Background: an optimization exercise with open tools, aiming at small area, a short achievable clock period and few clock cycles per item. Do not read the settings as production practice. In this exercise RTL edits were held to simulation tests only and were not proved equivalent to the original.

==> inputs of amber <==
==> flow/design.v (excerpt) <==
module md_unit (
  input  logic        clk,
  input  logic        reset,
  input  logic        start,
  input  logic        flush,
  input  logic [3:0]  MD_op,
  input  logic [31:0] A,
  input  logic [31:0] B,
  output logic        busy,
  output logic        stall,
  output logic [31:0] HI,
  output logic [31:0] LO
);
Settings: LEC_CHECK=0, CAP_MARGIN=20, CORE_MARGIN=2, CORE_UTILIZATION=65, PLACE_DENSITY=0.75, SLEW_MARGIN=20; clock period 80.0 ns.
standard.sh (not shown) runs the stock make flow with config.mk's settings and CLKGATE_MAP_FILE= SYNTH_SCRIPT=/design/flow/synth_recipe.tcl, a recipe that flattens the netlist after the stock synthesis.
==> flow/flow/run.sh <==
#!/bin/bash
# Layout flow: the standard layout (standard.sh) with two changes:
#  - repair_timing runs with a larger setup margin, so that it also sizes
#    the short input-to-output path (start/MD_op -> stall), whose slack is
#    far above the standard margin;
#  - the port buffers are sky130_fd_sc_hd__buf_1 (the repair steps resize
#    them where needed).
# Constraints (clock period, I/O delays, output load) are the standard flow's, unchanged.
# Each step's full output goes to its own log file here and under orfs/logs.
set -euo pipefail
# standard synthesis, unchanged
bash standard.sh synth > log_synth.txt 2>&1
# the rest of the standard layout with the two settings above
sed 's/"\${@:-finish}"/SETUP_SLACK_MARGIN=48 "BUFFER_PORTS_ARGS=-buffer_cell sky130_fd_sc_hd__buf_1" "${@:-finish}"/' \
  standard.sh > standard_tuned.sh
grep -q 'SETUP_SLACK_MARGIN=48' standard_tuned.sh
bash standard_tuned.sh finish > log_layout.txt 2>&1
test -f out/final.def
==> lagoon: changes against amber <==
CAP_MARGIN = 5   (was 20)
CORE_UTILIZATION = 40   (was 65)
PLACE_DENSITY = unset   (was 0.75)
SLEW_MARGIN = 5   (was 20)
==> out/qor.yml <==
status:
  outcome: "timing/DRC/antenna clean"
die:
  std_cell_rows: 89
  coreArea_sq_mm: 0.0591
  fp.dieH_um: 249
  nWellTaps: 773
finish:
  layout.nonclk_buf_share_pct: 3.67
  drive_gt1_share_pct: 6.02
  multi_input_area_share_pct: 77.6
  seq_share_pct: 10.8
setup_path:
  cp_max_fo: 3
  reg2reg_from: "t_q[31]"
global_route:
  grt_pass1_vias: 35600
  grtUsageMet1_pct: 62.5
timing:
  tightest_slew_ns: 1.31
Source of the figures above: amber

==> out/qor.yml <==
status:
  outcome: "timing/DRC/antenna clean"
finish:
  seq_share_pct: 10.6
  layout.nonclk_buf_share_pct: 3.77
  regMostFlops: "t_q"
  drive_gt1_share_pct: 6.57
  multi_input_area_share_pct: 76.3
die:
  fp.dieH_um: 316
  std_cell_rows: 114
  coreArea_sq_mm: 0.0967
  nWellTaps: 1276
timing:
  finalSetupTns_ns: 0
placement:
  placed_area_sq_mm: 0.0414
setup_path:
  cp_max_fo: 5
  reg2reg_from: "x_q[0]"
global_route:
  grtUsageMet1_pct: 43.8
  grt_pass1_vias: 34200
Source of the figures above: lagoon

Testbench counts of amber, summed over its fixed seeds: cycles 3,919, ops 2,400.
Testbench counts of lagoon, summed over its fixed seeds: cycles 3,919, ops 2,400.

---

==> inputs of violet <==
Starting RTL as in the previous note.
export LEC_CHECK = 0
export CAP_MARGIN = 20
export CORE_MARGIN = 2
export CORE_UTILIZATION = 40
export SLEW_MARGIN = 20
create_clock -name core_clock -period 80.0 [get_ports {clk}]
Scripts as last shown in full above: flow/flow/run.sh
==> garnet: changes against violet <==
--- a/flow/design.v
+++ b/flow/design.v
@@ -1972,13 +1972,13 @@
       if (x[i]) n = 6'(31 - i);
   end
 endmodule
 module md_div_steps #(
   parameter int S = 4
 ) (
-  input  logic [31:0] d,
+  input  logic [31:0] nd,    
   input  logic [31:0] r_i,
   input  logic [31:0] q_i,
   output logic [31:0] r_o,
   output logic [31:0] q_o
 );
   logic [S:0][31:0]   r;
@@ -1987,13 +1987,13 @@
   assign r[0] = r_i;
   assign q[0] = q_i;
   for (genvar i = 0; i < S; i++) begin : g_step
     logic co;
     md_add33 u_sub (
       .a   ({r[i], q[i][31]}),
-      .b   ({1'b1, ~d}),
+      .b   ({1'b1, nd}),
       .cin (1'b1),
       .s   (t[i]),
       .co  (co)
     );
     assign r[i+1] = t[i][32] ? {r[i][30:0], q[i][31]} : t[i][31:0];
     assign q[i+1] = {q[i][30:0], ~t[i][32]};
@@ -2112,13 +2112,13 @@
   assign k      = nb - na;
   assign ncyc   = CW'(k[4:0] >> LS) + CW'(1);
   assign sh     = ~k[4:0] & SHM;
   assign rq0    = {32'd0, am} << sh;
   logic [31:0] r_n, q_n;
   md_div_steps #(.S(S)) u_steps (
-    .d   (x_q[31:0]),
+    .nd  (x_q[31:0]),
     .r_i (t_q[63:32]),
     .q_i (t_q[31:0]),
     .r_o (r_n),
     .q_o (q_n)
   );
   logic [31:0] r_fix, q_fix;
@@ -2142,13 +2142,13 @@
       t_q   <= {r_n, q_n};
     end else begin
       mul_q  <= op_mul;
       cnt_q  <= b_zero ? CW'(1) : ncyc;
       dz_q   <= b_zero;
       t_q    <= op_div ? rq0 : p;
-      x_q    <= op_div ? {1'b0, bm} : a33;
+      x_q    <= op_div ? {a33[32], ~bm} : a33;
       qneg_q <= a_neg ^ b_neg;
       rneg_q <= a_neg;
     end
   end
   always_ff @(posedge clk) begin
     ch_q  <= b33[32:16];
==> flow/flow/run.sh (replaced) <==
#!/bin/bash
# Layout flow: the standard layout (standard.sh, same ORFS scripts and
# synth_recipe.tcl) with three changes:
#  - synthesis is run with SYNTH_ARGS=-noabc, which skips the generic ABC pass
#    inside Yosys's synth command, so that extract_fa maps the full/half adders
#    of the design as written (fewer inverters around the adder cells); the
#    registers and their names are the same as the standard synthesis';
#  - repair_timing runs with a larger setup margin, so that it also sizes the
#    short input-to-output path (start/MD_op -> stall), whose slack is far
#    above the standard margin;
#  - the port buffers are sky130_fd_sc_hd__buf_1 (the repair steps resize
#    them where needed).
# Constraints (clock period, I/O delays, output load) are the standard flow's, unchanged.
# Each step's full output goes to its own log file here and under orfs/logs.
set -euo pipefail
sed 's/"\${@:-finish}"/SYNTH_ARGS=-noabc SETUP_SLACK_MARGIN=48 "BUFFER_PORTS_ARGS=-buffer_cell sky130_fd_sc_hd__buf_1" "${@:-finish}"/' \
  standard.sh > standard_tuned.sh
grep -q 'SETUP_SLACK_MARGIN=48' standard_tuned.sh
bash standard_tuned.sh synth > log_synth.txt 2>&1
bash standard_tuned.sh finish > log_layout.txt 2>&1
test -f out/final.def
==> reports/qor.txt <==
maximum clock rate - 30.7 MHz
Post-Layout Inst Area - 42100 um^2
met1 Use GR - 43.1%
EDFF count, synth - 37
fin crit period - 32560 ps
unique cell type count in the Yosys netlist - 77
Worst R2R Path Depth - 86
CP top delay family - buffers and inverters
initial core utilization - 40.3%
status - complete, no violations
# the run above: violet

==> reports/qor.txt <==
status - complete, no violations
Synth Area in Compound Gates - 22.3%
initial core utilization - 40.3%
met1 Use GR - 43.3%
Critical R2R Launch - x_q[0]$_DFFE_PN_
CP top delay family - simple AND/OR/NAND/NOR gates
reg2reg setup slack - 57320 ps
CTS buffer count - 17
max-cap viol count - 0
Post-Layout Inst Area - 42100 um^2
hold path start - hi_q[11]$_DFFE_PP0P_
Area growth, synth to finish - 8.01%
DRC - 0
Clock Tree Root - clkbuf_16
EDFF count, synth - 36
Worst R2R Path Depth - 90
fin crit period - 32740 ps
unique cell type count in the Yosys netlist - 91
# the run above: garnet

Testbench counts of violet, summed over its fixed seeds: cycles 3,919, ops 2,400.
Testbench counts of garnet, summed over its fixed seeds: cycles 3,919, ops 2,400.

## afterwards: timing with drivers on the ports
Ports are ideal in the flow. The routed layouts listed here were re-timed in OpenROAD. Step 1 (the two cells are an assumption about what drives the block):
set clk [get_ports {clk}]
set_driving_cell -lib_cell sky130_fd_sc_hd__clkbuf_16 $clk
set_driving_cell -lib_cell sky130_fd_sc_hd__buf_2 [delete_from_list [all_inputs] $clk]
Step 2 adds t to the input delays and takes it off the output delays; t is the mean of the earliest and latest rising clock arrival at the registers after step 1. Input paths then give back, and output paths get back, about the clock's delay inside the block. Three values: no drivers, after step 1, after step 2; two values: the first two.
run	t (ns)	setup WS [ns]	worst setup path after step 2	worst slew at a driven data input, ns
amber	0.548	47.424 / 47.371 / 47.371	input to output	0.09
lagoon	0.548	47.454 / 47.407 / 47.407	input to output	0.10
violet	0.548	47.441 / 47.395 / 47.395	input to output	0.09
garnet	0.557	47.256 / 47.215 / 47.215	input to output	0.14
After both steps every run listed still meets setup and hold. For amber, which loses most, drivers alone change the setup slack by -0.053 ns; drivers and shift together by -0.053 ns.
